This design comes from an exercise in tuning for small area on the open sky130 flow, not from production work. Power is estimated from default activity; no workload was simulated.

lane 1:
==> flow/design.v <==
package tfe_pkg;
  localparam int unsigned TUPLE_W     = 104;
  localparam int unsigned FEAT_W      = 256;
  localparam int unsigned HASH_W      = 16;
  localparam int unsigned TFE_LAT_DEF = 4;
  localparam int unsigned GAP_W       = 4;
  typedef enum logic {
    IDLE = 1'b0,
    GAP  = 1'b1
  } state_t;
  typedef struct packed {
    logic [TUPLE_W-1:0] tuple;
    logic [FEAT_W-1:0]  feature;
  } pkt_t;
endpackage
module tfe_rr_arbiter #(
  parameter int unsigned N     = 4,
  parameter int unsigned IDX_W = 2
) (
  input  logic [N-1:0]     req,
  input  logic [IDX_W-1:0] ptr,
  input  logic             en,
  output logic [N-1:0]     sel,
  output logic [N-1:0]     grant,
  output logic [IDX_W-1:0] grant_idx
);
  logic [N-1:0] sel_k [N];
  always_comb begin
    for (int unsigned k = 0; k < N; k++) begin
      for (int unsigned i = 0; i < N; i++) begin
        sel_k[k][i] = req[i];
        for (int unsigned d = 1; d < N; d++) begin
          if (((k + d) % N) != i && d < ((i + N - k - 1) % N) + 1)
            sel_k[k][i] = sel_k[k][i] & ~req[(k + d) % N];
        end
      end
    end
    sel = sel_k[ptr];
    grant_idx = '0;
    for (int unsigned i = 0; i < N; i++) if (sel[i]) grant_idx = grant_idx | IDX_W'(i);
  end
  assign grant = en ? sel : '0;
endmodule
module tfe_pkt_mux #(
  parameter int unsigned N = 4,
  parameter int unsigned W = 360
) (
  input  logic [N*W-1:0] in,
  input  logic [N-1:0]   sel_n,
  output logic [W-1:0]   out
);
  always_comb begin
    out = '1;
    for (int unsigned p = 0; p < N; p++) out = out & (in[p*W +: W] | {W{sel_n[p]}});
  end
endmodule
module tfe_ingress_sched #(
  parameter int unsigned NUM_PORTS = 4,
  parameter int unsigned PORT_W    = 2,
  parameter int unsigned TFE_LAT   = tfe_pkg::TFE_LAT_DEF,
  parameter int unsigned ISSUE_GAP = 0,
  parameter int unsigned CNT_W     = 4
) (
  input  logic                           clk,
  input  logic                           rst_n,
  input  logic                           en,
  input  logic                           stall,
  input  logic [NUM_PORTS-1:0]           req_valid,
  input  logic [NUM_PORTS*tfe_pkg::TUPLE_W-1:0]   req_tuple,
  input  logic [NUM_PORTS*tfe_pkg::FEAT_W-1:0]    req_feature,
  output logic [NUM_PORTS-1:0]           req_ready,
  output logic [tfe_pkg::TUPLE_W-1:0]             tfe_ip_tuple,
  output logic [tfe_pkg::FEAT_W-1:0]              tfe_raw_feature,
  output logic                           tfe_ip_valid,
  output logic [PORT_W-1:0]              tag_port,
  output logic                           tag_valid,
  output logic [CNT_W-1:0]               in_flight
);
  localparam int unsigned PW = tfe_pkg::TUPLE_W + tfe_pkg::FEAT_W;
  logic [PORT_W-1:0]    rr_ptr;
  logic [PORT_W-1:0]    grant_idx;
  logic [NUM_PORTS-1:0] grant;
  logic [NUM_PORTS-1:0] sel;
  logic [NUM_PORTS-1:0] sel_n;
  logic                 transfer_c;
  logic [PW-1:0]        pkt [NUM_PORTS];
  logic [PW-1:0]        pkt_sel;
  logic                 tag_v_q [TFE_LAT];
  logic [PORT_W-1:0]    tag_p_q [TFE_LAT];
  tfe_rr_arbiter #(
    .N     (NUM_PORTS),
    .IDX_W (PORT_W)
  ) u_arb (
    .req       (req_valid),
    .ptr       (rr_ptr),
    .en        (en & ~stall),
    .sel       (sel),
    .grant     (grant),
    .grant_idx (grant_idx)
  );
  assign req_ready  = grant;
  assign transfer_c = |grant;
  assign sel_n      = ~sel;
  always_comb begin
    for (int unsigned p = 0; p < NUM_PORTS; p++)
      pkt[p] = {req_tuple[p*tfe_pkg::TUPLE_W +: tfe_pkg::TUPLE_W],
                req_feature[p*tfe_pkg::FEAT_W +: tfe_pkg::FEAT_W]};
  end
  tfe_pkt_mux #(
    .N (NUM_PORTS),
    .W (PW)
  ) u_mux (
    .in    ({pkt[3], pkt[2], pkt[1], pkt[0]}),
    .sel_n (sel_n),
    .out   (pkt_sel)
  );
  always_ff @(posedge clk or negedge rst_n) begin
    if (!rst_n) begin
      rr_ptr       <= PORT_W'(NUM_PORTS - 1);
      tfe_ip_valid <= 1'b0;
    end else begin
      tfe_ip_valid <= transfer_c;
      if (transfer_c) rr_ptr <= grant_idx;
    end
  end
  always_ff @(posedge clk) begin
    {tfe_ip_tuple, tfe_raw_feature} <= pkt_sel;
  end
  always_ff @(posedge clk or negedge rst_n) begin
    if (!rst_n) begin
      for (int unsigned i = 0; i < TFE_LAT; i++) tag_v_q[i] <= 1'b0;
    end else begin
      tag_v_q[0] <= tfe_ip_valid;
      for (int unsigned i = 1; i < TFE_LAT; i++) tag_v_q[i] <= tag_v_q[i-1];
    end
  end
  always_ff @(posedge clk) begin
    tag_p_q[0] <= rr_ptr;
    for (int unsigned i = 1; i < TFE_LAT; i++) tag_p_q[i] <= tag_p_q[i-1];
  end
  assign tag_valid = tag_v_q[TFE_LAT-1];
  assign tag_port  = tag_p_q[TFE_LAT-1];
  always_comb begin
    in_flight = '0;
    for (int unsigned i = 0; i < TFE_LAT; i++) in_flight = in_flight + CNT_W'(tag_v_q[i]);
  end
endmodule
==> flow/config.mk <==
export PLATFORM = sky130hd
export DESIGN_NAME = tfe_ingress_sched
export DESIGN_NICKNAME = tfe_ingress_sched
export VERILOG_FILES = /design/flow/design.v
export SDC_FILE = /design/flow/constraint.sdc
export NUM_CORES = 4
export LEC_CHECK = 0
export CAP_MARGIN = 0
export CORE_AREA = 5 5 395 395
export DIE_AREA = 0 0 400 400
export PLACE_DENSITY = 0.8
export SLEW_MARGIN = 0
export SYNTH_HIERARCHICAL = 1
==> flow/constraint.sdc <==
create_clock -name core_clock -period 5.0 [get_ports {clk}]
set_input_delay 1.0000 -clock core_clock [delete_from_list [all_inputs] [get_ports {clk}]]
set_output_delay 1.0000 -clock core_clock [all_outputs]
set_load 0.01 [all_outputs]
standard.sh (not shown) runs the stock make flow with config.mk's settings and CLKGATE_MAP_FILE= SYNTH_SCRIPT=/design/flow/synth_recipe.tcl, a recipe that flattens the netlist after the stock synthesis.
==> flow/flow/run.sh <==
#!/bin/bash
# Standard ORFS layout, with:
# - port buffers made from the smallest buffer cell (buf_1) instead of the cell
#   buffer_ports picks by default;
# - vertical IO pins on met2 and met4 so that the die can be small;
# - a clock tree of clkbuf_8 with larger sink clusters and no dummy loads.
set -euo pipefail
export BUFFER_PORTS_ARGS="-inputs -outputs -buffer_cell sky130_fd_sc_hd__buf_1"
export IO_PLACER_V="met2 met4"
export CTS_ARGS="-sink_clustering_enable -repair_clock_nets -dont_use_dummy_load -sink_clustering_size 16 -sink_clustering_max_diameter 80 -buf_list {sky130_fd_sc_hd__clkbuf_8}"
bash standard.sh > standard_make.log 2>&1
Lane 1 ended with every stage complete and zero timing, DRC or antenna violations.
> inputs changed (lane 1 -> lane 2)
- SLEW_MARGIN now 20, was 0
- CORE_AREA now 5 5 415 415, was 5 5 395 395
- PLACE_DENSITY no longer set, was 0.8
- DIE_AREA now 0 0 420 420, was 0 0 400 400
- CAP_MARGIN now 20, was 0
--- a/flow/flow/run.sh
+++ b/flow/flow/run.sh
@@ -8,4 +8,4 @@
 export BUFFER_PORTS_ARGS="-inputs -outputs -buffer_cell sky130_fd_sc_hd__buf_1"
 export IO_PLACER_V="met2 met4"
-export CTS_ARGS="-sink_clustering_enable -repair_clock_nets -dont_use_dummy_load -sink_clustering_size 16 -sink_clustering_max_diameter 80 -buf_list {sky130_fd_sc_hd__clkbuf_8}"
+export CTS_ARGS="-sink_clustering_enable -repair_clock_nets -dont_use_dummy_load -sink_clustering_size 12 -sink_clustering_max_diameter 100 -buf_list {sky130_fd_sc_hd__clkbuf_8}"
 bash standard.sh > standard_make.log 2>&1
Results
- Lane 2 and lane 1 ended up with nearly the same number of nets in the layout.
- [lane 2] final core utilization fell 1.3 points relative to lane 1
- Lane 2 -> lane 1: design internal power flat
- As far as slack of the worst reg-to-reg path is concerned, lane 2 and lane 1 perform about the same.
- Per the comparison of lane 2 with lane 1, cell area picked up an extra about 1.4%, total length of routed wires moved up.
No functional check of the RTL was part of any run of this note.

==> afterwards: timing with drivers on the ports <==
The results above use ideal ports. As a check the final layouts listed here were re-extracted and re-timed, cells and wires unchanged. Step 1 sets driving cells, clkbuf_16 on the clock port and buf_2 on the other inputs (assumed; they add their load-dependent delay and slew). Step 2 adds t to the input delays and takes it off the output delays; t is the mean of the earliest and latest rising clock arrival at the registers after step 1. Input paths then give back, and output paths get back, about the clock's delay inside the block. Slacks: ideal ports / drivers / drivers and shift; pairs: ideal ports / drivers.
| run | shift t [ns] | setup WS [ns] | worst data-port slew with drivers (ns) |
|---|---|---|---|
| lane 1 | 0.748 | 1.499 / 1.440 / 1.441 | 0.42 |
| lane 2 | 0.785 | 1.535 / 1.455 / 1.316 | 0.43 |
After both steps setup and hold are still met in every run listed. For lane 2, which loses most, drivers alone change the setup slack by -0.080 ns; drivers and shift together by -0.219 ns.
